Source: an optimization exercise on an open RTL-to-GDS flow (aim: small area). Production flows keep margins and buffers that such runs may drop. In this exercise RTL edits were held to simulation tests only and were not proved equivalent to the original. Power figures rest on the tool's default switching activity, not on a simulated workload.

==> design.v <==
module fract_resampler #(
    parameter int WIDTH   = 16,
    parameter int PHASE_W = 12,
    parameter int SR_BASE = 192
) (
    input  logic                 i_clk,
    input  logic                 i_rst_n,
    input  logic                 i_clear,
    input  logic [WIDTH-1:0]     i_din_i,
    input  logic [WIDTH-1:0]     i_din_q,
    input  logic                 i_din_vld,
    output logic                 o_rdy,
    output logic [2*WIDTH-1:0]   o_tdata,
    output logic                 o_tvalid,
    input  logic                 i_rdy,
    input  logic                 i_set_stb,
    input  logic [7:0]           i_set_addr,
    input  logic [31:0]          i_set_data,
    output logic [31:0]          o_out_cnt
);
    localparam logic [PHASE_W:0] STEP_ONE = {1'b1, {PHASE_W{1'b0}}};
    localparam int SUM_W = WIDTH + PHASE_W;    
    localparam int NROW  = PHASE_W / 2;        
    localparam int ROW_W = WIDTH + 2;
    localparam logic [1:0] P_FILL0 = 2'b00;
    localparam logic [1:0] P_FILL1 = 2'b01;
    localparam logic [1:0] P_LOAD  = 2'b10;
    localparam logic [1:0] P_CALC  = 2'b11;
    localparam logic [SUM_W-1:0] SUM_K = SUM_W'(3 << (PHASE_W - 1))
        - SUM_W'(((1 << (2 * NROW)) - 1) / 3 * (1 << (ROW_W - 1)));
    logic [1:0] rst_sync;
    logic       rst_int_n;
    logic [1:0]                 ph;
    logic                       bypass;
    logic                       out_vld;
    logic [PHASE_W:0]           step;
    logic [PHASE_W:0]           step_new;
    logic [PHASE_W-1:0]         mu;
    logic [PHASE_W:0]           mu_sum;
    logic [WIDTH-1:0]           x1_i, x1_q;
    logic [WIDTH:0]             d_i, d_q;
    logic [WIDTH:0]             dn_i, dn_q;
    logic [WIDTH-1:0]           y_i;
    logic                       sel_i;
    logic [WIDTH-1:0]           base;
    logic [WIDTH:0]             dsel;
    logic [PHASE_W+1:0]         mu_x;
    logic                       neg_top;
    logic [SUM_W-1:0]           sum;
    logic [WIDTH-1:0]           y_out;
    logic [31:0]                out_cnt;
    logic                       in_xfer;
    logic                       out_xfer;
    logic                       step_wr;
    logic                       mode_wr;
    logic                       byp_next;
    logic                       cnt_clr;
    logic                       do_clr;
    always_ff @(posedge i_clk or negedge i_rst_n) begin
        if (!i_rst_n) begin
            rst_sync <= 2'b00;
        end else begin
            rst_sync <= {rst_sync[0], 1'b1};
        end
    end
    assign rst_int_n = rst_sync[1];
    assign o_rdy    = bypass ? (!out_vld || i_rdy) : (!out_vld && (ph != P_CALC));
    assign in_xfer  = i_din_vld && o_rdy;
    assign out_xfer = out_vld && i_rdy;
    assign step_wr  = i_set_stb && (i_set_addr == 8'(SR_BASE));
    assign mode_wr  = i_set_stb && (i_set_addr == 8'(SR_BASE + 1));
    assign byp_next = mode_wr ? i_set_data[0] : bypass;
    assign cnt_clr  = i_clear || (mode_wr && i_set_data[1]);
    assign do_clr   = cnt_clr || (mode_wr && (i_set_data[0] != bypass));
    always_comb begin
        step_new = i_set_data[PHASE_W:0];
        if (i_set_data == 32'd0) begin
            step_new = (PHASE_W+1)'(1);
        end else if (i_set_data > 32'(STEP_ONE)) begin
            step_new = STEP_ONE;
        end
    end
    function automatic logic [WIDTH:0] sub_ripple(input logic [WIDTH:0] a, input logic [WIDTH:0] b);
        logic c;
        c = 1'b1;
        for (int i = 0; i <= WIDTH; i++) begin
            sub_ripple[i] = a[i] ^ ~b[i] ^ c;
            c = (a[i] & ~b[i]) | (a[i] & c) | (~b[i] & c);
        end
    endfunction
    function automatic logic [PHASE_W:0] add_ripple(input logic [PHASE_W-1:0] a, input logic [PHASE_W:0] b);
        logic c;
        c = 1'b0;
        for (int i = 0; i < PHASE_W; i++) begin
            add_ripple[i] = a[i] ^ b[i] ^ c;
            c = (a[i] & b[i]) | (a[i] & c) | (b[i] & c);
        end
        add_ripple[PHASE_W] = b[PHASE_W] | c;
    endfunction
    function automatic logic [31:0] inc_ripple(input logic [31:0] a);
        logic c;
        c = 1'b1;
        for (int i = 0; i < 32; i++) begin
            inc_ripple[i] = a[i] ^ c;
            c = a[i] & c;
        end
    endfunction
    assign mu_sum = add_ripple(mu, step);
    assign dn_i = sub_ripple({i_din_i[WIDTH-1], i_din_i}, {x1_i[WIDTH-1], x1_i});
    assign dn_q = sub_ripple({i_din_q[WIDTH-1], i_din_q}, {x1_q[WIDTH-1], x1_q});
    assign sel_i = !out_vld && (ph == P_CALC);
    assign base  = sel_i ? x1_i : x1_q;
    assign dsel  = sel_i ? d_i : d_q;
    assign mu_x  = {1'b0, mu, 1'b0};
    assign neg_top = !mu[PHASE_W-1] && !bypass;
    logic b_one1, b_two2, b_neg3, pp4, pp5, pp6, pp7, pp8, pp9, pp10, pp11, pp12, pp13, pp14, pp15, pp16, pp17, pp18, pp19, pp20, pp21, b_one22, b_two23, b_neg24, pp25, pp26, pp27, pp28, pp29, pp30, pp31, pp32, pp33, pp34, pp35, pp36, pp37, pp38, pp39, pp40, pp41, pp42, b_one43, b_two44, b_neg45, pp46, pp47, pp48, pp49, pp50, pp51, pp52, pp53, pp54, pp55, pp56, pp57, pp58, pp59, pp60, pp61, pp62, pp63, b_one64, b_two65, b_neg66, pp67, pp68, pp69, pp70, pp71, pp72, pp73, pp74, pp75, pp76, pp77, pp78, pp79, pp80, pp81, pp82, pp83, pp84, b_one85, b_two86, b_neg87, pp88, pp89, pp90, pp91, pp92, pp93, pp94, pp95, pp96, pp97, pp98, pp99, pp100, pp101, pp102, pp103, pp104, pp105, b_one106, b_two107, b_neg108, pp109, pp110, pp111, pp112, pp113, pp114, pp115, pp116, pp117, pp118, pp119, pp120, pp121, pp122, pp123, pp124, pp125, pp126, pl127, pl128, pl129, pl130, pl131, pl132, pl133, pl134, pl135, pl136, pl137, pl138, pl139, pl140, pl141, pl142, s143, c144, s145, c146, s147, c148, s149, c150, s151, c152, s153, c154, s155, c156, s157, c158, s159, c160, s161, c162, s163, c164, s165, c166, s167, c168, s169, c170, s171, c172, s173, c174, s175, c176, s177, c178, s179, c180, s181, c182, s183, c184, s185, c186, s187, c188, s189, c190, s191, c192, s193, c194, s195, c196, s197, c198, s199, c200, s201, c202, s203, c204, s205, c206, s207, c208, s209, c210, s211, c212, s213, c214, s215, c216, s217, c218, s219, c220, s221, c222, s223, c224, s225, c226, s227, c228, s229, c230, s231, c232, s233, c234, s235, c236, s237, c238, s239, c240, s241, c242, s243, c244, s245, c246, s247, c248, s249, c250, s251, c252, s253, c254, s255, c256, s257, c258, s259, c260, s261, c262, s263, c264, s265, c266, s267, c268, s269, c270, s271, c272, s273, c274, s275, c276, s277, c278, s279, c280, s281, c282, s283, c284, s285, c286, s287, c288, s289, c290, s291, c292, s293, c294, s295, c296, s297, c298, s299, c300, s301, c302, s303, c304, s305, c306, s307, c308, s309, c310, s311, c312, s313, c314, s315, c316, s317, c318, s319, c320, s321, c322, s323, c324, s325, c326, s327, c328, s329, c330, s331, c332, s333, c334, s335, c336, s337, c338, s339, c340, s341, c342, s343, c344, s345, c346, s347, c348, s349, c350, s351, c352, s353, c354, s355, c356, s357, c358, s359, c360, s361, c362, s363, c364, s365, c366, rc367, rc368, rc369, rc370, rc371, rc372, rc373, rc374, rc375, rc376, rc377, rc378, g379, p380, g381, p382, g383, p384, g385, p386, g387, p388, g389, p390, g391, p392, g393, p394, g395, p396, g397, p398, g399, p400, g401, p402, g403, p404, g405, p406, g407, p408, g409, p410, G411, P412, G413, P414, G415, P416, G417, P418, G419, P420, G421, P422, G423, P424, G425, P426, G427, P428, G429, P430, G431, P432, G433, P434, G435, P436, G437, P438, G439, P440, G441, P442, G443, P444, G445, P446, G447, P448, G449, P450, G451, P452, G453, P454, G455, P456, G457, P458, G459, P460, G461, P462, G463, P464;
    assign b_one1 = mu_x[1] ^ mu_x[0];
    assign b_two2 = (mu_x[2] & ~mu_x[1] & ~mu_x[0]) | (~mu_x[2] & mu_x[1] & mu_x[0]);
    assign b_neg3 = mu_x[2];
    assign pp4 = ((b_one1 & dsel[0])) ^ b_neg3;
    assign pp5 = ((b_one1 & dsel[1]) | (b_two2 & dsel[0])) ^ b_neg3;
    assign pp6 = ((b_one1 & dsel[2]) | (b_two2 & dsel[1])) ^ b_neg3;
    assign pp7 = ((b_one1 & dsel[3]) | (b_two2 & dsel[2])) ^ b_neg3;
    assign pp8 = ((b_one1 & dsel[4]) | (b_two2 & dsel[3])) ^ b_neg3;
    assign pp9 = ((b_one1 & dsel[5]) | (b_two2 & dsel[4])) ^ b_neg3;
    assign pp10 = ((b_one1 & dsel[6]) | (b_two2 & dsel[5])) ^ b_neg3;
    assign pp11 = ((b_one1 & dsel[7]) | (b_two2 & dsel[6])) ^ b_neg3;
    assign pp12 = ((b_one1 & dsel[8]) | (b_two2 & dsel[7])) ^ b_neg3;
    assign pp13 = ((b_one1 & dsel[9]) | (b_two2 & dsel[8])) ^ b_neg3;
    assign pp14 = ((b_one1 & dsel[10]) | (b_two2 & dsel[9])) ^ b_neg3;
    assign pp15 = ((b_one1 & dsel[11]) | (b_two2 & dsel[10])) ^ b_neg3;
    assign pp16 = ((b_one1 & dsel[12]) | (b_two2 & dsel[11])) ^ b_neg3;
    assign pp17 = ((b_one1 & dsel[13]) | (b_two2 & dsel[12])) ^ b_neg3;
    assign pp18 = ((b_one1 & dsel[14]) | (b_two2 & dsel[13])) ^ b_neg3;
    assign pp19 = ((b_one1 & dsel[15]) | (b_two2 & dsel[14])) ^ b_neg3;
    assign pp20 = ((b_one1 & dsel[16]) | (b_two2 & dsel[15])) ^ b_neg3;
    assign pp21 = ~(((b_one1 & dsel[16]) | (b_two2 & dsel[16])) ^ b_neg3);
    assign b_one22 = mu_x[3] ^ mu_x[2];
    assign b_two23 = (mu_x[4] & ~mu_x[3] & ~mu_x[2]) | (~mu_x[4] & mu_x[3] & mu_x[2]);
    assign b_neg24 = mu_x[4];
    assign pp25 = ((b_one22 & dsel[0])) ^ b_neg24;
    assign pp26 = ((b_one22 & dsel[1]) | (b_two23 & dsel[0])) ^ b_neg24;
    assign pp27 = ((b_one22 & dsel[2]) | (b_two23 & dsel[1])) ^ b_neg24;
    assign pp28 = ((b_one22 & dsel[3]) | (b_two23 & dsel[2])) ^ b_neg24;
    assign pp29 = ((b_one22 & dsel[4]) | (b_two23 & dsel[3])) ^ b_neg24;
    assign pp30 = ((b_one22 & dsel[5]) | (b_two23 & dsel[4])) ^ b_neg24;
    assign pp31 = ((b_one22 & dsel[6]) | (b_two23 & dsel[5])) ^ b_neg24;
    assign pp32 = ((b_one22 & dsel[7]) | (b_two23 & dsel[6])) ^ b_neg24;
    assign pp33 = ((b_one22 & dsel[8]) | (b_two23 & dsel[7])) ^ b_neg24;
    assign pp34 = ((b_one22 & dsel[9]) | (b_two23 & dsel[8])) ^ b_neg24;
    assign pp35 = ((b_one22 & dsel[10]) | (b_two23 & dsel[9])) ^ b_neg24;
    assign pp36 = ((b_one22 & dsel[11]) | (b_two23 & dsel[10])) ^ b_neg24;
    assign pp37 = ((b_one22 & dsel[12]) | (b_two23 & dsel[11])) ^ b_neg24;
    assign pp38 = ((b_one22 & dsel[13]) | (b_two23 & dsel[12])) ^ b_neg24;
    assign pp39 = ((b_one22 & dsel[14]) | (b_two23 & dsel[13])) ^ b_neg24;
    assign pp40 = ((b_one22 & dsel[15]) | (b_two23 & dsel[14])) ^ b_neg24;
    assign pp41 = ((b_one22 & dsel[16]) | (b_two23 & dsel[15])) ^ b_neg24;
    assign pp42 = ~(((b_one22 & dsel[16]) | (b_two23 & dsel[16])) ^ b_neg24);
    assign b_one43 = mu_x[5] ^ mu_x[4];
    assign b_two44 = (mu_x[6] & ~mu_x[5] & ~mu_x[4]) | (~mu_x[6] & mu_x[5] & mu_x[4]);
    assign b_neg45 = mu_x[6];
    assign pp46 = ((b_one43 & dsel[0])) ^ b_neg45;
    assign pp47 = ((b_one43 & dsel[1]) | (b_two44 & dsel[0])) ^ b_neg45;
    assign pp48 = ((b_one43 & dsel[2]) | (b_two44 & dsel[1])) ^ b_neg45;
    assign pp49 = ((b_one43 & dsel[3]) | (b_two44 & dsel[2])) ^ b_neg45;
    assign pp50 = ((b_one43 & dsel[4]) | (b_two44 & dsel[3])) ^ b_neg45;
    assign pp51 = ((b_one43 & dsel[5]) | (b_two44 & dsel[4])) ^ b_neg45;
    assign pp52 = ((b_one43 & dsel[6]) | (b_two44 & dsel[5])) ^ b_neg45;
    assign pp53 = ((b_one43 & dsel[7]) | (b_two44 & dsel[6])) ^ b_neg45;
    assign pp54 = ((b_one43 & dsel[8]) | (b_two44 & dsel[7])) ^ b_neg45;
    assign pp55 = ((b_one43 & dsel[9]) | (b_two44 & dsel[8])) ^ b_neg45;
    assign pp56 = ((b_one43 & dsel[10]) | (b_two44 & dsel[9])) ^ b_neg45;
    assign pp57 = ((b_one43 & dsel[11]) | (b_two44 & dsel[10])) ^ b_neg45;
    assign pp58 = ((b_one43 & dsel[12]) | (b_two44 & dsel[11])) ^ b_neg45;
    assign pp59 = ((b_one43 & dsel[13]) | (b_two44 & dsel[12])) ^ b_neg45;
    assign pp60 = ((b_one43 & dsel[14]) | (b_two44 & dsel[13])) ^ b_neg45;
    assign pp61 = ((b_one43 & dsel[15]) | (b_two44 & dsel[14])) ^ b_neg45;
    assign pp62 = ((b_one43 & dsel[16]) | (b_two44 & dsel[15])) ^ b_neg45;
    assign pp63 = ~(((b_one43 & dsel[16]) | (b_two44 & dsel[16])) ^ b_neg45);
    assign b_one64 = mu_x[7] ^ mu_x[6];
    assign b_two65 = (mu_x[8] & ~mu_x[7] & ~mu_x[6]) | (~mu_x[8] & mu_x[7] & mu_x[6]);
    assign b_neg66 = mu_x[8];
    assign pp67 = ((b_one64 & dsel[0])) ^ b_neg66;
    assign pp68 = ((b_one64 & dsel[1]) | (b_two65 & dsel[0])) ^ b_neg66;
    assign pp69 = ((b_one64 & dsel[2]) | (b_two65 & dsel[1])) ^ b_neg66;
    assign pp70 = ((b_one64 & dsel[3]) | (b_two65 & dsel[2])) ^ b_neg66;
    assign pp71 = ((b_one64 & dsel[4]) | (b_two65 & dsel[3])) ^ b_neg66;
    assign pp72 = ((b_one64 & dsel[5]) | (b_two65 & dsel[4])) ^ b_neg66;
    assign pp73 = ((b_one64 & dsel[6]) | (b_two65 & dsel[5])) ^ b_neg66;
    assign pp74 = ((b_one64 & dsel[7]) | (b_two65 & dsel[6])) ^ b_neg66;
    assign pp75 = ((b_one64 & dsel[8]) | (b_two65 & dsel[7])) ^ b_neg66;
    assign pp76 = ((b_one64 & dsel[9]) | (b_two65 & dsel[8])) ^ b_neg66;
    assign pp77 = ((b_one64 & dsel[10]) | (b_two65 & dsel[9])) ^ b_neg66;
    assign pp78 = ((b_one64 & dsel[11]) | (b_two65 & dsel[10])) ^ b_neg66;
    assign pp79 = ((b_one64 & dsel[12]) | (b_two65 & dsel[11])) ^ b_neg66;
    assign pp80 = ((b_one64 & dsel[13]) | (b_two65 & dsel[12])) ^ b_neg66;
    assign pp81 = ((b_one64 & dsel[14]) | (b_two65 & dsel[13])) ^ b_neg66;
    assign pp82 = ((b_one64 & dsel[15]) | (b_two65 & dsel[14])) ^ b_neg66;
    assign pp83 = ((b_one64 & dsel[16]) | (b_two65 & dsel[15])) ^ b_neg66;
    assign pp84 = ~(((b_one64 & dsel[16]) | (b_two65 & dsel[16])) ^ b_neg66);
    assign b_one85 = mu_x[9] ^ mu_x[8];
    assign b_two86 = (mu_x[10] & ~mu_x[9] & ~mu_x[8]) | (~mu_x[10] & mu_x[9] & mu_x[8]);
    assign b_neg87 = mu_x[10];
    assign pp88 = ((b_one85 & dsel[0])) ^ b_neg87;
    assign pp89 = ((b_one85 & dsel[1]) | (b_two86 & dsel[0])) ^ b_neg87;
    assign pp90 = ((b_one85 & dsel[2]) | (b_two86 & dsel[1])) ^ b_neg87;
    assign pp91 = ((b_one85 & dsel[3]) | (b_two86 & dsel[2])) ^ b_neg87;
    assign pp92 = ((b_one85 & dsel[4]) | (b_two86 & dsel[3])) ^ b_neg87;
    assign pp93 = ((b_one85 & dsel[5]) | (b_two86 & dsel[4])) ^ b_neg87;
    assign pp94 = ((b_one85 & dsel[6]) | (b_two86 & dsel[5])) ^ b_neg87;
    assign pp95 = ((b_one85 & dsel[7]) | (b_two86 & dsel[6])) ^ b_neg87;
    assign pp96 = ((b_one85 & dsel[8]) | (b_two86 & dsel[7])) ^ b_neg87;
    assign pp97 = ((b_one85 & dsel[9]) | (b_two86 & dsel[8])) ^ b_neg87;
    assign pp98 = ((b_one85 & dsel[10]) | (b_two86 & dsel[9])) ^ b_neg87;
    assign pp99 = ((b_one85 & dsel[11]) | (b_two86 & dsel[10])) ^ b_neg87;
    assign pp100 = ((b_one85 & dsel[12]) | (b_two86 & dsel[11])) ^ b_neg87;
    assign pp101 = ((b_one85 & dsel[13]) | (b_two86 & dsel[12])) ^ b_neg87;
    assign pp102 = ((b_one85 & dsel[14]) | (b_two86 & dsel[13])) ^ b_neg87;
    assign pp103 = ((b_one85 & dsel[15]) | (b_two86 & dsel[14])) ^ b_neg87;
    assign pp104 = ((b_one85 & dsel[16]) | (b_two86 & dsel[15])) ^ b_neg87;
    assign pp105 = ~(((b_one85 & dsel[16]) | (b_two86 & dsel[16])) ^ b_neg87);
    assign b_one106 = mu_x[11] ^ mu_x[10];
    assign b_two107 = (mu_x[12] & ~mu_x[11] & ~mu_x[10]) | (~mu_x[12] & mu_x[11] & mu_x[10]);
    assign b_neg108 = mu_x[12];
    assign pp109 = ((b_one106 & dsel[0])) ^ b_neg108;
    assign pp110 = ((b_one106 & dsel[1]) | (b_two107 & dsel[0])) ^ b_neg108;
    assign pp111 = ((b_one106 & dsel[2]) | (b_two107 & dsel[1])) ^ b_neg108;
    assign pp112 = ((b_one106 & dsel[3]) | (b_two107 & dsel[2])) ^ b_neg108;
    assign pp113 = ((b_one106 & dsel[4]) | (b_two107 & dsel[3])) ^ b_neg108;
    assign pp114 = ((b_one106 & dsel[5]) | (b_two107 & dsel[4])) ^ b_neg108;
    assign pp115 = ((b_one106 & dsel[6]) | (b_two107 & dsel[5])) ^ b_neg108;
    assign pp116 = ((b_one106 & dsel[7]) | (b_two107 & dsel[6])) ^ b_neg108;
    assign pp117 = ((b_one106 & dsel[8]) | (b_two107 & dsel[7])) ^ b_neg108;
    assign pp118 = ((b_one106 & dsel[9]) | (b_two107 & dsel[8])) ^ b_neg108;
    assign pp119 = ((b_one106 & dsel[10]) | (b_two107 & dsel[9])) ^ b_neg108;
    assign pp120 = ((b_one106 & dsel[11]) | (b_two107 & dsel[10])) ^ b_neg108;
    assign pp121 = ((b_one106 & dsel[12]) | (b_two107 & dsel[11])) ^ b_neg108;
    assign pp122 = ((b_one106 & dsel[13]) | (b_two107 & dsel[12])) ^ b_neg108;
    assign pp123 = ((b_one106 & dsel[14]) | (b_two107 & dsel[13])) ^ b_neg108;
    assign pp124 = ((b_one106 & dsel[15]) | (b_two107 & dsel[14])) ^ b_neg108;
    assign pp125 = ((b_one106 & dsel[16]) | (b_two107 & dsel[15])) ^ b_neg108;
    assign pp126 = ~(((b_one106 & dsel[16]) | (b_two107 & dsel[16])) ^ b_neg108);
    assign pl127 = ~(dsel[0] & neg_top);
    assign pl128 = ~(dsel[1] & neg_top);
    assign pl129 = ~(dsel[2] & neg_top);
    assign pl130 = ~(dsel[3] & neg_top);
    assign pl131 = ~(dsel[4] & neg_top);
    assign pl132 = ~(dsel[5] & neg_top);
    assign pl133 = ~(dsel[6] & neg_top);
    assign pl134 = ~(dsel[7] & neg_top);
    assign pl135 = ~(dsel[8] & neg_top);
    assign pl136 = ~(dsel[9] & neg_top);
    assign pl137 = ~(dsel[10] & neg_top);
    assign pl138 = ~(dsel[11] & neg_top);
    assign pl139 = ~(dsel[12] & neg_top);
    assign pl140 = ~(dsel[13] & neg_top);
    assign pl141 = ~(dsel[14] & neg_top);
    assign pl142 = ~(dsel[15] & neg_top);
    assign s143 = pp14 ^ pp33;
    assign c144 = pp14 & pp33;
    assign s145 = pp15 ^ pp34 ^ pp53;
    assign c146 = (pp15 & pp34) | (pp15 & pp53) | (pp34 & pp53);
    assign s147 = pp16 ^ pp35 ^ pp54;
    assign c148 = (pp16 & pp35) | (pp16 & pp54) | (pp35 & pp54);
    assign s149 = pp73 ^ pp92 ^ pp111;
    assign c150 = (pp73 & pp92) | (pp73 & pp111) | (pp92 & pp111);
    assign s151 = pp17 ^ pp36 ^ pp55;
    assign c152 = (pp17 & pp36) | (pp17 & pp55) | (pp36 & pp55);
    assign s153 = pp74 ^ pp93 ^ pp112;
    assign c154 = (pp74 & pp93) | (pp74 & pp112) | (pp93 & pp112);
    assign s155 = pp18 ^ pp37 ^ pp56;
    assign c156 = (pp18 & pp37) | (pp18 & pp56) | (pp37 & pp56);
    assign s157 = pp75 ^ pp94 ^ pp113;
    assign c158 = (pp75 & pp94) | (pp75 & pp113) | (pp94 & pp113);
    assign s159 = pp19 ^ pp38 ^ pp57;
    assign c160 = (pp19 & pp38) | (pp19 & pp57) | (pp38 & pp57);
    assign s161 = pp76 ^ pp95 ^ pp114;
    assign c162 = (pp76 & pp95) | (pp76 & pp114) | (pp95 & pp114);
    assign s163 = pp20 ^ pp39 ^ pp58;
    assign c164 = (pp20 & pp39) | (pp20 & pp58) | (pp39 & pp58);
    assign s165 = pp77 ^ pp96 ^ pp115;
    assign c166 = (pp77 & pp96) | (pp77 & pp115) | (pp96 & pp115);
    assign s167 = pp21 ^ pp40 ^ pp59;
    assign c168 = (pp21 & pp40) | (pp21 & pp59) | (pp40 & pp59);
    assign s169 = pp78 ^ pp97 ^ pp116;
    assign c170 = (pp78 & pp97) | (pp78 & pp116) | (pp97 & pp116);
    assign s171 = pl132 ^ base[5];
    assign c172 = pl132 & base[5];
    assign s173 = pp41 ^ pp60 ^ pp79;
    assign c174 = (pp41 & pp60) | (pp41 & pp79) | (pp60 & pp79);
    assign s175 = pp98 ^ pp117 ^ pl133;
    assign c176 = (pp98 & pp117) | (pp98 & pl133) | (pp117 & pl133);
    assign s177 = base[6] ^ 1'b1;
    assign c178 = base[6] & 1'b1;
    assign s179 = pp42 ^ pp61 ^ pp80;
    assign c180 = (pp42 & pp61) | (pp42 & pp80) | (pp61 & pp80);
    assign s181 = pp99 ^ pp118 ^ pl134;
    assign c182 = (pp99 & pp118) | (pp99 & pl134) | (pp118 & pl134);
    assign s183 = pp62 ^ pp81 ^ pp100;
    assign c184 = (pp62 & pp81) | (pp62 & pp100) | (pp81 & pp100);
    assign s185 = pp119 ^ pl135;
    assign c186 = pp119 & pl135;
    assign s187 = pp63 ^ pp82 ^ pp101;
    assign c188 = (pp63 & pp82) | (pp63 & pp101) | (pp82 & pp101);
    assign s189 = pp83 ^ pp102;
    assign c190 = pp83 & pp102;
    assign s191 = pp10 ^ pp29;
    assign c192 = pp10 & pp29;
    assign s193 = pp11 ^ pp30;
    assign c194 = pp11 & pp30;
    assign s195 = pp12 ^ pp31 ^ pp50;
    assign c196 = (pp12 & pp31) | (pp12 & pp50) | (pp31 & pp50);
    assign s197 = pp69 ^ pp88;
    assign c198 = pp69 & pp88;
    assign s199 = pp13 ^ pp32 ^ pp51;
    assign c200 = (pp13 & pp32) | (pp13 & pp51) | (pp32 & pp51);
    assign s201 = pp70 ^ pp89;
    assign c202 = pp70 & pp89;
    assign s203 = s143 ^ pp52 ^ pp71;
    assign c204 = (s143 & pp52) | (s143 & pp71) | (pp52 & pp71);
    assign s205 = pp90 ^ pp109 ^ b_neg108;
    assign c206 = (pp90 & pp109) | (pp90 & b_neg108) | (pp109 & b_neg108);
    assign s207 = c144 ^ s145 ^ pp72;
    assign c208 = (c144 & s145) | (c144 & pp72) | (s145 & pp72);
    assign s209 = pp91 ^ pp110 ^ 1'b1;
    assign c210 = (pp91 & pp110) | (pp91 & 1'b1) | (pp110 & 1'b1);
    assign s211 = c146 ^ s147 ^ s149;
    assign c212 = (c146 & s147) | (c146 & s149) | (s147 & s149);
    assign s213 = pl127 ^ base[0] ^ 1'b1;
    assign c214 = (pl127 & base[0]) | (pl127 & 1'b1) | (base[0] & 1'b1);
    assign s215 = c148 ^ c150 ^ s151;
    assign c216 = (c148 & c150) | (c148 & s151) | (c150 & s151);
    assign s217 = s153 ^ pl128 ^ base[1];
    assign c218 = (s153 & pl128) | (s153 & base[1]) | (pl128 & base[1]);
    assign s219 = c152 ^ c154 ^ s155;
    assign c220 = (c152 & c154) | (c152 & s155) | (c154 & s155);
    assign s221 = s157 ^ pl129 ^ base[2];
    assign c222 = (s157 & pl129) | (s157 & base[2]) | (pl129 & base[2]);
    assign s223 = c156 ^ c158 ^ s159;
    assign c224 = (c156 & c158) | (c156 & s159) | (c158 & s159);
    assign s225 = s161 ^ pl130 ^ base[3];
    assign c226 = (s161 & pl130) | (s161 & base[3]) | (pl130 & base[3]);
    assign s227 = c160 ^ c162 ^ s163;
    assign c228 = (c160 & c162) | (c160 & s163) | (c162 & s163);
    assign s229 = s165 ^ pl131 ^ base[4];
    assign c230 = (s165 & pl131) | (s165 & base[4]) | (pl131 & base[4]);
    assign s231 = c164 ^ c166 ^ s167;
    assign c232 = (c164 & c166) | (c164 & s167) | (c166 & s167);
    assign s233 = s169 ^ s171 ^ 1'b1;
    assign c234 = (s169 & s171) | (s169 & 1'b1) | (s171 & 1'b1);
    assign s235 = c168 ^ c170 ^ c172;
    assign c236 = (c168 & c170) | (c168 & c172) | (c170 & c172);
    assign s237 = s173 ^ s175 ^ s177;
    assign c238 = (s173 & s175) | (s173 & s177) | (s175 & s177);
    assign s239 = c174 ^ c176 ^ c178;
    assign c240 = (c174 & c176) | (c174 & c178) | (c176 & c178);
    assign s241 = s179 ^ s181 ^ base[7];
    assign c242 = (s179 & s181) | (s179 & base[7]) | (s181 & base[7]);
    assign s243 = c180 ^ c182 ^ s183;
    assign c244 = (c180 & c182) | (c180 & s183) | (c182 & s183);
    assign s245 = s185 ^ base[8] ^ 1'b1;
    assign c246 = (s185 & base[8]) | (s185 & 1'b1) | (base[8] & 1'b1);
    assign s247 = c184 ^ c186 ^ s187;
    assign c248 = (c184 & c186) | (c184 & s187) | (c186 & s187);
    assign s249 = pp120 ^ pl136 ^ base[9];
    assign c250 = (pp120 & pl136) | (pp120 & base[9]) | (pl136 & base[9]);
    assign s251 = c188 ^ s189 ^ pp121;
    assign c252 = (c188 & s189) | (c188 & pp121) | (s189 & pp121);
    assign s253 = pl137 ^ base[10] ^ 1'b1;
    assign c254 = (pl137 & base[10]) | (pl137 & 1'b1) | (base[10] & 1'b1);
    assign s255 = c190 ^ pp84 ^ pp103;
    assign c256 = (c190 & pp84) | (c190 & pp103) | (pp84 & pp103);
    assign s257 = pp122 ^ pl138 ^ base[11];
    assign c258 = (pp122 & pl138) | (pp122 & base[11]) | (pl138 & base[11]);
    assign s259 = pp104 ^ pp123 ^ pl139;
    assign c260 = (pp104 & pp123) | (pp104 & pl139) | (pp123 & pl139);
    assign s261 = base[12] ^ 1'b1;
    assign c262 = base[12] & 1'b1;
    assign s263 = pp105 ^ pp124 ^ pl140;
    assign c264 = (pp105 & pp124) | (pp105 & pl140) | (pp124 & pl140);
    assign s265 = pp125 ^ pl141;
    assign c266 = pp125 & pl141;
    assign s267 = pp8 ^ pp27;
    assign c268 = pp8 & pp27;
    assign s269 = pp9 ^ pp28;
    assign c270 = pp9 & pp28;
    assign s271 = s191 ^ pp48 ^ pp67;
    assign c272 = (s191 & pp48) | (s191 & pp67) | (pp48 & pp67);
    assign s273 = c192 ^ s193 ^ pp49;
    assign c274 = (c192 & s193) | (c192 & pp49) | (s193 & pp49);
    assign s275 = c194 ^ s195 ^ s197;
    assign c276 = (c194 & s195) | (c194 & s197) | (s195 & s197);
    assign s277 = c196 ^ c198 ^ s199;
    assign c278 = (c196 & c198) | (c196 & s199) | (c198 & s199);
    assign s279 = c200 ^ c202 ^ s203;
    assign c280 = (c200 & c202) | (c200 & s203) | (c202 & s203);
    assign s281 = c204 ^ c206 ^ s207;
    assign c282 = (c204 & c206) | (c204 & s207) | (c206 & s207);
    assign s283 = c208 ^ c210 ^ s211;
    assign c284 = (c208 & c210) | (c208 & s211) | (c210 & s211);
    assign s285 = c212 ^ c214 ^ s215;
    assign c286 = (c212 & c214) | (c212 & s215) | (c214 & s215);
    assign s287 = c216 ^ c218 ^ s219;
    assign c288 = (c216 & c218) | (c216 & s219) | (c218 & s219);
    assign s289 = c220 ^ c222 ^ s223;
    assign c290 = (c220 & c222) | (c220 & s223) | (c222 & s223);
    assign s291 = c224 ^ c226 ^ s227;
    assign c292 = (c224 & c226) | (c224 & s227) | (c226 & s227);
    assign s293 = c228 ^ c230 ^ s231;
    assign c294 = (c228 & c230) | (c228 & s231) | (c230 & s231);
    assign s295 = c232 ^ c234 ^ s235;
    assign c296 = (c232 & c234) | (c232 & s235) | (c234 & s235);
    assign s297 = c236 ^ c238 ^ s239;
    assign c298 = (c236 & c238) | (c236 & s239) | (c238 & s239);
    assign s299 = c240 ^ c242 ^ s243;
    assign c300 = (c240 & c242) | (c240 & s243) | (c242 & s243);
    assign s301 = c244 ^ c246 ^ s247;
    assign c302 = (c244 & c246) | (c244 & s247) | (c246 & s247);
    assign s303 = c248 ^ c250 ^ s251;
    assign c304 = (c248 & c250) | (c248 & s251) | (c250 & s251);
    assign s305 = c252 ^ c254 ^ s255;
    assign c306 = (c252 & c254) | (c252 & s255) | (c254 & s255);
    assign s307 = c256 ^ c258 ^ s259;
    assign c308 = (c256 & c258) | (c256 & s259) | (c258 & s259);
    assign s309 = c260 ^ c262 ^ s263;
    assign c310 = (c260 & c262) | (c260 & s263) | (c262 & s263);
    assign s311 = c264 ^ s265 ^ base[14];
    assign c312 = (c264 & s265) | (c264 & base[14]) | (s265 & base[14]);
    assign s313 = c266 ^ pp126 ^ pl142;
    assign c314 = (c266 & pp126) | (c266 & pl142) | (pp126 & pl142);
    assign s315 = pp6 ^ pp25;
    assign c316 = pp6 & pp25;
    assign s317 = pp7 ^ pp26;
    assign c318 = pp7 & pp26;
    assign s319 = s267 ^ pp46 ^ b_neg45;
    assign c320 = (s267 & pp46) | (s267 & b_neg45) | (pp46 & b_neg45);
    assign s321 = c268 ^ s269 ^ pp47;
    assign c322 = (c268 & s269) | (c268 & pp47) | (s269 & pp47);
    assign s323 = c270 ^ s271 ^ b_neg66;
    assign c324 = (c270 & s271) | (c270 & b_neg66) | (s271 & b_neg66);
    assign s325 = c272 ^ s273 ^ pp68;
    assign c326 = (c272 & s273) | (c272 & pp68) | (s273 & pp68);
    assign s327 = c274 ^ s275 ^ b_neg87;
    assign c328 = (c274 & s275) | (c274 & b_neg87) | (s275 & b_neg87);
    assign s329 = c276 ^ s277 ^ s201;
    assign c330 = (c276 & s277) | (c276 & s201) | (s277 & s201);
    assign s331 = c278 ^ s279 ^ s205;
    assign c332 = (c278 & s279) | (c278 & s205) | (s279 & s205);
    assign s333 = c280 ^ s281 ^ s209;
    assign c334 = (c280 & s281) | (c280 & s209) | (s281 & s209);
    assign s335 = c282 ^ s283 ^ s213;
    assign c336 = (c282 & s283) | (c282 & s213) | (s283 & s213);
    assign s337 = c284 ^ s285 ^ s217;
    assign c338 = (c284 & s285) | (c284 & s217) | (s285 & s217);
    assign s339 = c286 ^ s287 ^ s221;
    assign c340 = (c286 & s287) | (c286 & s221) | (s287 & s221);
    assign s341 = c288 ^ s289 ^ s225;
    assign c342 = (c288 & s289) | (c288 & s225) | (s289 & s225);
    assign s343 = c290 ^ s291 ^ s229;
    assign c344 = (c290 & s291) | (c290 & s229) | (s291 & s229);
    assign s345 = c292 ^ s293 ^ s233;
    assign c346 = (c292 & s293) | (c292 & s233) | (s293 & s233);
    assign s347 = c294 ^ s295 ^ s237;
    assign c348 = (c294 & s295) | (c294 & s237) | (s295 & s237);
    assign s349 = c296 ^ s297 ^ s241;
    assign c350 = (c296 & s297) | (c296 & s241) | (s297 & s241);
    assign s351 = c298 ^ s299 ^ s245;
    assign c352 = (c298 & s299) | (c298 & s245) | (s299 & s245);
    assign s353 = c300 ^ s301 ^ s249;
    assign c354 = (c300 & s301) | (c300 & s249) | (s301 & s249);
    assign s355 = c302 ^ s303 ^ s253;
    assign c356 = (c302 & s303) | (c302 & s253) | (s303 & s253);
    assign s357 = c304 ^ s305 ^ s257;
    assign c358 = (c304 & s305) | (c304 & s257) | (s305 & s257);
    assign s359 = c306 ^ s307 ^ s261;
    assign c360 = (c306 & s307) | (c306 & s261) | (s307 & s261);
    assign s361 = c308 ^ s309 ^ base[13];
    assign c362 = (c308 & s309) | (c308 & base[13]) | (s309 & base[13]);
    assign s363 = c310 ^ s311 ^ 1'b1;
    assign c364 = (c310 & s311) | (c310 & 1'b1) | (s311 & 1'b1);
    assign s365 = c312 ^ s313 ^ base[15];
    assign c366 = (c312 & s313) | (c312 & base[15]) | (s313 & base[15]);
    assign rc367 = (pp4 & b_neg3) | (pp4 & 1'b0) | (b_neg3 & 1'b0);
    assign rc368 = (pp5 & 1'b0) | (pp5 & rc367) | (1'b0 & rc367);
    assign rc369 = (s315 & b_neg24) | (s315 & rc368) | (b_neg24 & rc368);
    assign rc370 = (c316 & s317) | (c316 & rc369) | (s317 & rc369);
    assign rc371 = (c318 & s319) | (c318 & rc370) | (s319 & rc370);
    assign rc372 = (c320 & s321) | (c320 & rc371) | (s321 & rc371);
    assign rc373 = (c322 & s323) | (c322 & rc372) | (s323 & rc372);
    assign rc374 = (c324 & s325) | (c324 & rc373) | (s325 & rc373);
    assign rc375 = (c326 & s327) | (c326 & rc374) | (s327 & rc374);
    assign rc376 = (c328 & s329) | (c328 & rc375) | (s329 & rc375);
    assign rc377 = (c330 & s331) | (c330 & rc376) | (s331 & rc376);
    assign rc378 = (c332 & s333) | (c332 & rc377) | (s333 & rc377);
    assign g379 = c334 & s335;
    assign p380 = c334 ^ s335;
    assign g381 = c336 & s337;
    assign p382 = c336 ^ s337;
    assign g383 = c338 & s339;
    assign p384 = c338 ^ s339;
    assign g385 = c340 & s341;
    assign p386 = c340 ^ s341;
    assign g387 = c342 & s343;
    assign p388 = c342 ^ s343;
    assign g389 = c344 & s345;
    assign p390 = c344 ^ s345;
    assign g391 = c346 & s347;
    assign p392 = c346 ^ s347;
    assign g393 = c348 & s349;
    assign p394 = c348 ^ s349;
    assign g395 = c350 & s351;
    assign p396 = c350 ^ s351;
    assign g397 = c352 & s353;
    assign p398 = c352 ^ s353;
    assign g399 = c354 & s355;
    assign p400 = c354 ^ s355;
    assign g401 = c356 & s357;
    assign p402 = c356 ^ s357;
    assign g403 = c358 & s359;
    assign p404 = c358 ^ s359;
    assign g405 = c360 & s361;
    assign p406 = c360 ^ s361;
    assign g407 = c362 & s363;
    assign p408 = c362 ^ s363;
    assign g409 = c364 & s365;
    assign p410 = c364 ^ s365;
    assign G411 = g379 | (p380 & rc378);
    assign P412 = p380 & 1'b0;
    assign G413 = g383 | (p384 & g381);
    assign P414 = p384 & p382;
    assign G415 = g387 | (p388 & g385);
    assign P416 = p388 & p386;
    assign G417 = g391 | (p392 & g389);
    assign P418 = p392 & p390;
    assign G419 = g395 | (p396 & g393);
    assign P420 = p396 & p394;
    assign G421 = g399 | (p400 & g397);
    assign P422 = p400 & p398;
    assign G423 = g403 | (p404 & g401);
    assign P424 = p404 & p402;
    assign G425 = g407 | (p408 & g405);
    assign P426 = p408 & p406;
    assign G427 = G413 | (P414 & G411);
    assign P428 = P414 & P412;
    assign G429 = G417 | (P418 & G415);
    assign P430 = P418 & P416;
    assign G431 = G421 | (P422 & G419);
    assign P432 = P422 & P420;
    assign G433 = G425 | (P426 & G423);
    assign P434 = P426 & P424;
    assign G435 = G429 | (P430 & G427);
    assign P436 = P430 & P428;
    assign G437 = G433 | (P434 & G431);
    assign P438 = P434 & P432;
    assign G439 = G437 | (P438 & G435);
    assign P440 = P438 & P436;
    assign G441 = G431 | (P432 & G435);
    assign P442 = P432 & P436;
    assign G443 = G415 | (P416 & G427);
    assign P444 = P416 & P428;
    assign G445 = G419 | (P420 & G435);
    assign P446 = P420 & P436;
    assign G447 = G423 | (P424 & G441);
    assign P448 = P424 & P442;
    assign G449 = g381 | (p382 & G411);
    assign P450 = p382 & P412;
    assign G451 = g385 | (p386 & G427);
    assign P452 = p386 & P428;
    assign G453 = g389 | (p390 & G443);
    assign P454 = p390 & P444;
    assign G455 = g393 | (p394 & G435);
    assign P456 = p394 & P436;
    assign G457 = g397 | (p398 & G445);
    assign P458 = p398 & P446;
    assign G459 = g401 | (p402 & G441);
    assign P460 = p402 & P442;
    assign G461 = g405 | (p406 & G447);
    assign P462 = p406 & P448;
    assign G463 = g409 | (p410 & G439);
    assign P464 = p410 & P440;
    assign sum[12] = p380 ^ rc378;
    assign sum[13] = p382 ^ G411;
    assign sum[14] = p384 ^ G449;
    assign sum[15] = p386 ^ G427;
    assign sum[16] = p388 ^ G451;
    assign sum[17] = p390 ^ G443;
    assign sum[18] = p392 ^ G453;
    assign sum[19] = p394 ^ G435;
    assign sum[20] = p396 ^ G455;
    assign sum[21] = p398 ^ G445;
    assign sum[22] = p400 ^ G457;
    assign sum[23] = p402 ^ G441;
    assign sum[24] = p404 ^ G459;
    assign sum[25] = p406 ^ G447;
    assign sum[26] = p408 ^ G461;
    assign sum[27] = p410 ^ G439;
    assign y_out = sum[PHASE_W +: WIDTH];
    assign o_tdata   = {y_i, y_out};
    assign o_tvalid  = out_vld;
    assign o_out_cnt = out_cnt;
    always_ff @(posedge i_clk) begin
        if (in_xfer) begin
            x1_i <= i_din_i;
            x1_q <= i_din_q;
            d_i  <= dn_i;
            d_q  <= dn_q;
        end
        if (sel_i) begin
            y_i <= y_out;
        end else if (bypass && in_xfer) begin
            y_i <= i_din_i;
        end
    end
    always_ff @(posedge i_clk or negedge rst_int_n) begin
        if (!rst_int_n) begin
            mu <= '0;
        end else begin
            if (do_clr || (!bypass && !out_vld && (ph == P_FILL1) && in_xfer)) begin
                mu <= '0;
            end else if (!bypass && out_xfer) begin
                mu <= mu_sum[PHASE_W-1:0];
            end
        end
    end
    always_ff @(posedge i_clk or negedge rst_int_n) begin
        if (!rst_int_n) begin
            ph       <= P_FILL0;
            bypass   <= 1'b0;
            step     <= STEP_ONE;
            out_vld  <= 1'b0;
            out_cnt  <= '0;
        end else begin
            if (step_wr) begin
                step <= step_new;
            end
            if (mode_wr) begin
                bypass <= i_set_data[0];
            end
            if (cnt_clr) begin
                out_cnt <= '0;
            end else if (out_xfer) begin
                out_cnt <= inc_ripple(out_cnt);
            end
            if (do_clr) begin
                ph      <= P_FILL0;
                out_vld <= 1'b0;
            end else if (bypass) begin
                if (in_xfer) begin
                    out_vld <= 1'b1;
                end else if (out_xfer) begin
                    out_vld <= 1'b0;
                end
            end else if (out_vld) begin
                if (i_rdy) begin
                    out_vld <= 1'b0;
                    ph      <= mu_sum[PHASE_W] ? P_LOAD : P_CALC;
                end
            end else begin
                case (ph)
                    P_FILL0: if (in_xfer) ph <= P_FILL1;
                    P_FILL1: if (in_xfer) ph <= P_CALC;
                    P_LOAD:  if (in_xfer) ph <= P_CALC;
                    default: out_vld <= 1'b1;
                endcase
            end
        end
    end
endmodule
==> run.sh <==
#!/bin/bash
# synth_recipe.tcl (not shown) runs the flow's synth.tcl, then flattens the netlist and writes it again
# the make line also repeats each setting of config.mk as NAME=value (left out here)
make -C /OpenROAD-flow-scripts/flow DESIGN_CONFIG=/design/flow/config.mk WORK_HOME=/design/flow/orfs CLKGATE_MAP_FILE= SYNTH_SCRIPT=/design/flow/synth_recipe.tcl finish
==> config.mk <==
export PLATFORM = sky130hd
export DESIGN_NAME = fract_resampler
export DESIGN_NICKNAME = fract_resampler
export VERILOG_FILES = /design/flow/design.v
export SDC_FILE = /design/flow/constraint.sdc
export NUM_CORES = 4
export LEC_CHECK = 0
export ABC_AREA = 1
export CAP_MARGIN = 20
export CORE_MARGIN = 2
export CORE_UTILIZATION = 40
export SLEW_MARGIN = 20
==> constraint.sdc <==
create_clock -name core_clock -period 9.5 [get_ports {i_clk}]
set_input_delay 1.9000 -clock core_clock [delete_from_list [all_inputs] [get_ports {i_clk}]]
set_output_delay 1.9000 -clock core_clock [all_outputs]
set_load 0.01 [all_outputs]
==> results of run 1 <==
-- metrics by stage --
stage                     worst slack (ns)  util, %  hold slack, ns  cell area (sq um)
after floorplan                       1.27        -           0.331              12500
after global placement               0.372     47.0           0.339              14400
after detailed placement             0.306     47.0           0.341              14400
after CTS                            0.192     48.8           0.357              15000
after global routing                0.0162     49.0           0.368              15000
final                                0.438     49.0           0.353              15000
-- sequential cells by signal, indices dropped and copies added (netlist names), 2 cells and up --
name,cells
d_i,17
d_q,17
mu,12
out_cnt,32
ph,2
rst_sync,2
step,13
x1_i,16
x1_q,16
y_i,16
-- report_power, final --
group          leakage, nW  switching [mW]  internal, mW  total [mW]
registers             1.62          0.0171         0.715       0.732
logic                 4.91           0.336         0.286       0.622
clock network        0.280           0.306         0.359       0.665
total                 6.81           0.659          1.36        2.02
-- worst max-delay path, cell delays in order (launching register included) --
cell and delay [ns]:
dfrtp_1 0.40, ha_1 0.28, nand2_4 0.12, buf_12 0.21, nand2_1 0.09, nand2_1 0.22, clkinvlp_4 0.22, nor2_1 0.11
inv_1 0.07, a21oi_1 0.13, o21ai_0 0.14, fa_1 0.48, fa_1 0.53, fa_1 0.55, inv_1 0.06, fa_1 0.46
ha_1 0.36, a21o_1 0.21, a221oi_1 0.30, nand2_2 0.17, nand2_1 0.10, nand2_1 0.09, nand3_1 0.09, nand2_1 0.07
fa_1 0.46, xor2_2 0.19, clkdlybuf4s50_1 0.57
-- per-layer routing --
layer / track usage, % / part of all wire [%]
met1: 24.5 / 44
met3: 4.70 / 5.9
met4: 4.74 / 1.2
met5: 0 / 0
met2: 31.0 / 49
-- what timing repair did --
action                                  CTS  global route
gates resized for setup                   0             4
buffers inserted                          0             5
hold buffers                              0             0
endpoints found under the setup margin    0             4
-- worst paths after layout --
| check | from | to | slack, ns | depth (start not counted) |
|---|---|---|---|---|
| max | ph[0] | o_tdata[14] | 0.44 | 26 |
| min | rst_sync[0] | rst_sync[1] | 0.35 | 0 |
| max reg2reg | x1_i[0] | d_i[15] | 2.41 | 17 |
| min reg2reg | rst_sync[0] | rst_sync[1] | 0.35 | 0 |
| max in group asynchronous | i_rst_n | rst_sync[1] | 7.75 | 1 |
| min in group asynchronous | rst_sync[1] | out_cnt[4] | 0.43 | 1 |
-- cells in the mapped netlist, types with 2 or more instances --
cell type,instances
inv_1,221
nand2_1,199
fa_1,138
xor2_1,111
o22ai_1,102
edfxtp_1,82
ha_1,69
dfrtp_1,62
a21oi_1,55
nor2_1,50
o21ai_0,40
clkbuf_1,28
or2_2,20
nand3_1,18
buf_2,16
mux2i_1,12
buf_4,8
o21ai_1,8
buf_1,7
inv_2,7
nand4_1,7
o21ai_2,4
a211oi_1,3
nor3_1,3
a22oi_1,2
buf_6,2
clkinv_1,2
nand3b_1,2
nor4_1,2
o211ai_1,2
or2_1,2
xnor2_1,2
-- area by class of cell --
cell class	instances	area (sq um)
Clock buffer	19	454
Clock inverter	13	114
Fill cell	2913	15600
Inverter	230	867
Multi-Input combinational cell	862	7330
Sequential cell	145	4040
Tap cell	396	495
Timing Repair Buffer	180	1720
-- cells by family after synthesis --
logic type / count (synthesis) / synth area share [%]
compound gates: 223 / 10.4
xor+xnor: 113 / 7.91
fa+ha+maj: 207 / 29.0
buf+inv: 291 / 9.25
flops: 145 / 32.3
mux: 12 / 0.960
other cells: 1 / 0.0300
simple gates: 306 / 10.2
-- layout by cell type, fill, tap and decap left out, types with 8 or more instances in the layout --
cell / instances
clkbuf_16: 18
o21ai_0: 39
nand3_1: 18
nor2_1: 50
clkdlybuf4s50_1: 143
or2_2: 20
edfxtp_1: 82
a21oi_1: 55
ha_1: 69
dfrtp_1: 61
mux2i_1: 12
xor2_1: 110
inv_1: 219
buf_4: 36
fa_1: 138
o22ai_1: 102
inv_2: 8
nand2_1: 198
==> metrics.md, run 1 <==
| Metric | Value |
|---|---|
| Maximum vdd drop | 0.134 mV |
| Reg clk slew, reported paths | 0.07 ns |
| Routed vias/inst | 4.94 |
| Nets | 1,721 |
| Antenna cells | 0 |
| Core box area | 30,700 sq um |
| Arrival @ worst endpoint | 7.16 ns |
| Max-slew violation count | 0 |
| Synth Instances | 1,298 |
| Global placement routability congestion | 0.862 |
| Final worst path period share | 95.4% |
| Routed WL per cell | 15.8 microns |
| Synth Register Bits | 145 |
| Maximum clock rate | 110 MHz |
| Setup TNS | 0 ns |
| Die area | 32,700 sq um |
| Finished Layout Cells | 1,845 |
| Worst-Skew Late Latency | 0.45 ns |
| Cts bufs inserted | 17 |
| Synth cell types | 44 |
| Layout cells sized above 1 | 7.59% |
| Net Count, Synth | 1,583 |
| Tmin final | 9.06 ns |
| Final hold vios | 0 |
| Root Driver | clkbuf_16 |
| DRC viols | 0 |
| Vias | 9,110 |
| Total grt overflow | 0 |
| Vias in the first global route | 9,748 |
| Synth Area per Inst | 9.64 sq um |
| Clock skew | 0.0163 ns |
| Cell Area, Synth | 12,500 sq um |
| First-pass GRT wire length | 49,400 microns |
| Relative slew slack | 36.4% |
| Final HPWL DP | 22,000 microns |
| CP Capture Type | primary output |
| Total track usage | 18.7% |
| Initial antenna violation count | 0 |
| Largest fanout on the critical path | 31 |
| Power Dens Cells | 134 nW/um^2 |
| Top FF cell, synth | edfxtp_1 |
| DRT antenna net count | 0 |
| Row count | 64 |
| Max Cap Violations | 0 |
| Top cells by area, synth | fa_1, edfxtp_1, dfrtp_1 |
| Worst-Margin Slew | 0.952 ns |
| RSZ-0062 raised after global routing | no |
| Io pins | 144 |
| CTS sink count | 145 |
| Seq/Total Area, Yosys | 32.3% |
| Drt total wl | 29,100 microns |
| Die Width | 181 microns |
| Depth of the CTS H-tree | 4 |
| Yosys warns | 1 |
| Setup Crit Path Kind | flop to primary output |
| Initial Utilization | 40.8% |
| Startpoint Class | flop |
| Critical Path RT | 7.60 ns |
| Placed cell count | 1,808 |
| Initial DRC Count | 435 |
| CTS tree | yes |
| Area growth from synthesis to layout | 20.1% |
| Area leader, netlist | fa_1 |
| Bufs on Longest Clock Path | 2 |
| Drt first pass iters | 5 |
| Synth async-reset ratio | 43.4% |
| Final setup vio count | 0 |
| Buffers added on ports | 143 |
| Number of synthesized flops with an enable pin | 82 |
| Static Leakage | 6.81 nW |
| Total power | 2.02 mW |
| DIE HEIGHT | 181 microns |
| Largest net degree at the start of global routing | 62 |
| Share of the synthesized area in the top cell type | 22.1% |
| Status | finished clean |
| Worst min path class | flop to flop |
==> run 2, diff against run 1 <==
--- a/design.v
+++ b/design.v
@@ -27,3 +27,2 @@
     localparam logic [1:0] P_LOAD  = 2'b10;
-    localparam logic [1:0] P_CALC  = 2'b11;
     localparam logic [SUM_W-1:0] SUM_K = SUM_W'(3 << (PHASE_W - 1))
@@ -33,2 +32,3 @@
     logic [1:0]                 ph;
+    logic                       calc;
     logic                       bypass;
@@ -39,3 +39,3 @@
     logic [PHASE_W:0]           mu_sum;
-    logic [WIDTH-1:0]           x1_i, x1_q;
+    logic [WIDTH-1:0]           nx1_i, nx1_q;    
     logic [WIDTH:0]             d_i, d_q;
@@ -66,3 +66,3 @@
     assign rst_int_n = rst_sync[1];
-    assign o_rdy    = bypass ? (!out_vld || i_rdy) : (!out_vld && (ph != P_CALC));
+    assign o_rdy    = bypass ? (!out_vld || i_rdy) : !(out_vld || calc);
     assign in_xfer  = i_din_vld && o_rdy;
@@ -82,3 +82,3 @@
     end
-    function automatic logic [WIDTH:0] sub_ripple(input logic [WIDTH:0] a, input logic [WIDTH:0] b);
+    function automatic logic [WIDTH:0] sub_ripple(input logic [WIDTH:0] a, input logic [WIDTH:0] nb);
         logic c;
@@ -86,4 +86,4 @@
         for (int i = 0; i <= WIDTH; i++) begin
-            sub_ripple[i] = a[i] ^ ~b[i] ^ c;
-            c = (a[i] & ~b[i]) | (a[i] & c) | (~b[i] & c);
+            sub_ripple[i] = a[i] ^ nb[i] ^ c;
+            c = (a[i] & nb[i]) | (a[i] & c) | (nb[i] & c);
         end
@@ -108,6 +108,6 @@
     assign mu_sum = add_ripple(mu, step);
-    assign dn_i = sub_ripple({i_din_i[WIDTH-1], i_din_i}, {x1_i[WIDTH-1], x1_i});
-    assign dn_q = sub_ripple({i_din_q[WIDTH-1], i_din_q}, {x1_q[WIDTH-1], x1_q});
-    assign sel_i = !out_vld && (ph == P_CALC);
-    assign base  = sel_i ? x1_i : x1_q;
+    assign dn_i = sub_ripple({i_din_i[WIDTH-1], i_din_i}, {nx1_i[WIDTH-1], nx1_i});
+    assign dn_q = sub_ripple({i_din_q[WIDTH-1], i_din_q}, {nx1_q[WIDTH-1], nx1_q});
+    assign sel_i = calc;
+    assign base  = ~(sel_i ? nx1_i : nx1_q);
     assign dsel  = sel_i ? d_i : d_q;
@@ -602,4 +602,4 @@
         if (in_xfer) begin
-            x1_i <= i_din_i;
-            x1_q <= i_din_q;
+            nx1_i <= ~i_din_i;
+            nx1_q <= ~i_din_q;
             d_i  <= dn_i;
@@ -613,11 +613,7 @@
     end
-    always_ff @(posedge i_clk or negedge rst_int_n) begin
-        if (!rst_int_n) begin
+    always_ff @(posedge i_clk) begin
+        if (do_clr || (!bypass && (ph == P_FILL1) && in_xfer)) begin
             mu <= '0;
-        end else begin
-            if (do_clr || (!bypass && !out_vld && (ph == P_FILL1) && in_xfer)) begin
-                mu <= '0;
-            end else if (!bypass && out_xfer) begin
-                mu <= mu_sum[PHASE_W-1:0];
-            end
+        end else if (!bypass && out_xfer) begin
+            mu <= mu_sum[PHASE_W-1:0];
         end
@@ -627,2 +623,3 @@
             ph       <= P_FILL0;
+            calc     <= 1'b0;
             bypass   <= 1'b0;
@@ -645,2 +642,3 @@
                 ph      <= P_FILL0;
+                calc    <= 1'b0;
                 out_vld <= 1'b0;
@@ -655,11 +653,17 @@
                     out_vld <= 1'b0;
-                    ph      <= mu_sum[PHASE_W] ? P_LOAD : P_CALC;
+                    if (mu_sum[PHASE_W]) begin
+                        ph <= P_LOAD;
+                    end else begin
+                        calc <= 1'b1;
+                    end
+                end
+            end else if (calc) begin
+                calc    <= 1'b0;
+                out_vld <= 1'b1;
+            end else if (in_xfer) begin
+                if (ph == P_FILL0) begin
+                    ph <= P_FILL1;
+                end else begin
+                    calc <= 1'b1;
                 end
-            end else begin
-                case (ph)
-                    P_FILL0: if (in_xfer) ph <= P_FILL1;
-                    P_FILL1: if (in_xfer) ph <= P_CALC;
-                    P_LOAD:  if (in_xfer) ph <= P_CALC;
-                    default: out_vld <= 1'b1;
-                endcase
             end
==> flow/run.sh (new file) <==
#!/bin/bash
# Layout flow: the standard flow (standard.sh) with three changes:
#  - synthesis maps with flow/abc_area.script, an area-oriented ABC script (a copy of ORFS's
#    scripts folder with only that file replaced; registers are untouched by ABC);
#  - port buffers use the smallest buffer cell, sky130_fd_sc_hd__buf_1;
#  - clock tree synthesis uses clkbuf_8 buffers and inserts no dummy loads.
# Each make run's full output goes to its own log here; ORFS keeps per-step logs in orfs/logs/.
set -euo pipefail
rm -rf scripts_abc
cp -r "$FLOW_HOME/scripts" scripts_abc
cp flow/abc_area.script scripts_abc/abc_area.script
bash standard.sh "SCRIPTS_DIR=$PWD/scripts_abc" synth > synth_make.log 2>&1
bash standard.sh "BUFFER_PORTS_ARGS=-buffer_cell sky130_fd_sc_hd__buf_1" \
  "CTS_ARGS=-sink_clustering_enable -repair_clock_nets -dont_use_dummy_load -buf_list sky130_fd_sc_hd__clkbuf_8" \
  finish > flow_make.log 2>&1
==> flow/abc_area.script (new file) <==
&get -n
&st
&dch
&nf -R 1000
&put
topo
stime -c
==> standard.sh (new file) <==
#!/bin/bash
# synth_recipe.tcl (not shown) runs the flow's synth.tcl, then flattens the netlist and writes it again
# the make line also repeats each setting of config.mk as NAME=value (left out here)
make -C /OpenROAD-flow-scripts/flow DESIGN_CONFIG=/design/flow/config.mk WORK_HOME=/design/flow/orfs CLKGATE_MAP_FILE= SYNTH_SCRIPT=/design/flow/synth_recipe.tcl "${@:-finish}"
--- a/config.mk
+++ b/config.mk
@@ -8,2 +8,3 @@
 export ABC_AREA = 1
+export ABC_CLOCK_PERIOD_IN_PS = 9500
 export CAP_MARGIN = 20
removed: run.sh
==> metrics.md, run 2 <==
| Metric | Value |
|---|---|
| Tmin final | 9.17 ns |
| Area leader, netlist | fa_1 |
| Seq/Total Area, Yosys | 34.4% |
| Startpoint Class | flop |
| Arrival @ worst endpoint | 7.27 ns |
| Max reg flops | 32 |
| Largest net degree at the start of global routing | 70 |
| Hold buffers post-CTS | 0 |
| Routed WL per cell | 17.1 microns |
| Die Width | 175 microns |
| Clock skew | 0.0396 ns |
| Static Leakage | 5.14 nW |
| Compound-cell area share of the yosys netlist | 9.64% |
| Max-slew violation count | 0 |
| Global placement routability congestion | 0.875 |
| Fin area | 13,500 sq um |
| DIE HEIGHT | 175 microns |
| DRT antenna net count | 0 |
| First-pass GRT wire length | 47,000 microns |
| Final hold slack | 0.354 ns |
| Yosys warns | 1 |
| Synth async-reset ratio | 35.6% |
| Top FF cell, synth | edfxtp_1 |
| Finished Layout Cells | 1,647 |
| Adder-Cell Fraction of Synth Area | 31.4% |
| Synth cell types | 41 |
| Cts bufs inserted | 17 |
| Placed cell count | 1,624 |
| Core box area | 28,700 sq um |
| Top flop regs | out_cnt: 32 flops, d_i: 17 flops, d_q: 17 flops |
| Top reg by flops | out_cnt |
| Drt first pass iters | 5 |
| Area growth from synthesis to layout | 16.1% |
| Io pins | 144 |
| XOR/XNOR Fraction of Synth Area | 8.19% |
| RSZ-0062 raised after global routing | no |
| CTS sink count | 146 |
| Power Dens Cells | 239 nW/um^2 |
| Setup TNS | 0 ns |
| Top cells by area, synth | fa_1, edfxtp_1, dfrtp_1 |
| Reg clk slew, reported paths | 0.08 ns |
| Final setup vio count | 0 |
| Final worst slack | 0.330 ns |
| DRC viols | 0 |
| Crit path max-delay cell type | fa_1 |
| Drt total wl | 28,200 microns |
| Row count | 62 |
| Initial antenna violation count | 0 |
| Total grt overflow | 0 |
| Status | finished clean |
| Place WS | 0.0828 ns |
| Depth of the CTS H-tree | 4 |
| Post-placement cell area | 13,100 sq um |
| Max Cap Violations | 0 |
| Worst min path class | flop to flop |
| Die area | 30,500 sq um |
| Simple-Gate Fraction of Synth Area | 9.35% |
| Fillers | 2,747 |
| Synth Area per Inst | 11.1 sq um |
| Routed vias/inst | 5.11 |
| Cell Area, Synth | 11,700 sq um |
| Maximum clock rate | 109 MHz |
| Net Count, Synth | 1,331 |
| Critical Path RT | 7.60 ns |
| Total power | 3.23 mW |
| R2R setup slack | 2.44 ns |
| Total track usage | 19.7% |
| Relative slew slack | 38.5% |
| Most frequent cells in the layout | buf_1, fa_1, nand2_1 |
| Synth Instances | 1,049 |
| Mux cell area share after synthesis | 3.20% |
| Worst-Skew Late Latency | 0.49 ns |
| Vias in the first global route | 8,761 |
| Layout cells sized above 1 | 8.39% |
| Final hold vios | 0 |
| Largest family of logic cells by synthesized area | adder cells |
| Slowest cell delay on critical path | 0.53 ns |
| CTS tree | yes |
| Root Driver | clkbuf_8 |
| Bufs on Longest Clock Path | 2 |
| Initial Utilization | 40.6% |
| Top post-synthesis cells by count | fa_1, nand2_1, clkinv_1 |
| CP Capture Type | primary output |
| Nets | 1,547 |
| Top cell by count, worst path | maj3_2 |
| Final worst path period share | 96.5% |
| Maximum vdd drop | 0.378 mV |
| Number of synthesized flops with an enable pin | 82 |
| Setup Crit Path Kind | flop to primary output |
| Largest fanout on the critical path | 5 |
| Initial DRC Count | 500 |
| Worst-Margin Slew | 0.923 ns |
| Final core occ | 47.1% |
| Final HPWL DP | 21,000 microns |
| Commonest non-fill, non-tap cell in the layout | buf_1 |
| Synth Register Bits | 146 |
| Buffers added on ports | 143 |
| Share of the synthesized area in the top cell type | 23.7% |
| Vias | 8,408 |
| Antenna cells | 0 |
| Most frequent cell after synthesis | fa_1 |
-- run 2: changes by cell type after synthesis, moves of 16 or more --
cell      delta
inv_1      -221
clkinv_1   +116
xor2_1      -82
xnor2_1     +78
nand2_1     -76
clkbuf_1    -28
a21oi_1     -21
o22ai_1     -21
or2_2       -20
nand3_1     +17
buf_2       -16
-- run 2: final cells by class --
| class | instances | area (sq um) | share of cell area, % |
|---|---|---|---|
| Timing Repair Buffer | 197 | 971 | 7.18 |
| Inverter | 118 | 443 | 3.27 |
| Sequential cell | 146 | 4020 | 29.7 |
| Multi-Input combinational cell | 785 | 7380 | 54.6 |
| Tap cell | 384 | 480 | 3.55 |
| Clock buffer | 17 | 234 | 1.73 |
-- run 2: critical path: cells and delay by family (launching register included) --
kind / cells / cell delay [ns]
buffers and inverters: 4 / 0.42
AO/OA/AOI/OAI: 5 / 0.72
XOR/XNOR: 1 / 0.17
multiplexers: 1 / 0.20
flip-flops: 1 / 0.50
AND/OR/NAND/NOR: 7 / 0.77
adder cells (fa/ha/maj): 11 / 3.98
-- run 2: kinds of logic (layout without fill, tap and decap cells) --
logic type,count (synthesis),after routing
AO/OA/AOI/OAI,182,182
XOR/XNOR,109,109
adder cells (fa/ha/maj),211,211
buffers and inverters,118,332
flip-flops,146,146
multiplexers,36,36
other,1,1
AND/OR/NAND/NOR,246,246
-- run 2: metal layers --
metal  up-vias  part of all wire (%)  GRT usage (%)
li1       4050                     -              -
met1      4134                    45           27.1
met2       192                    48           31.5
met3        32                   4.8           3.81
met4         0                   2.0           6.32
met5         -                     0              0
-- run 2: report_power, final --
group	internal, mW	total (mW)	leakage, nW	switching (mW)
Clock	0.157	0.376	0.122	0.219
Combinational	0.772	1.96	3.43	1.19
Sequential	0.823	0.889	1.59	0.0658
Total	1.75	3.23	5.14	1.47
-- run 2: path summary, 6_finish.rpt --
kind | cells after the start | endpoint | startpoint
min in group asynchronous | 1 | out_cnt[3] | rst_sync[1]
min reg2reg | 0 | rst_sync[1] | rst_sync[0]
min | 0 | rst_sync[1] | rst_sync[0]
max | 29 | o_tdata[14] | calc
max in group asynchronous | 1 | rst_sync[1] | i_rst_n
max reg2reg | 18 | d_q[15] | nx1_q[0]
-- run 2: timing repair --
item                       4_1_cts  5_1_grt
pin swaps                        4       12
gates resized for setup         12       20
buffers inserted                 4        1
gates cloned                     0        0
setup endpoints to repair        7        8

## what the ideal ports hide
In the flow no input, the clock included, has a driving cell. The finished layouts below were timed again as built, in two steps. Step 1, drivers: a clkbuf_16 drives i_clk and a buf_2 each remaining input, both assumed. Step 2 times the ports against the registers' clock, not the clock port: input delays grow and output delays shrink by t, the midpoint of the rising clock arrivals with the driver on. a / b / c = ideal ports / drivers / drivers and shift; a / b = the first two.
| run | shift t [ns] | setup slack, ns | hold slack, ns | slew at the worst register clock pin (ns) |
|---|---|---|---|---|
| run 1 | 0.493 | 0.438 / 0.386 / 0.359 | 0.353 / 0.353 / 0.353 | 0.07 / 0.07 |
| run 2 | 0.520 | 0.330 / 0.285 / 0.802 | 0.354 / 0.354 / 0.354 | 0.09 / 0.09 |
After both steps every run listed still meets setup and hold. The setup slack of run 1, which loses most, moves by -0.052 ns with the drivers and by -0.079 ns with both steps.
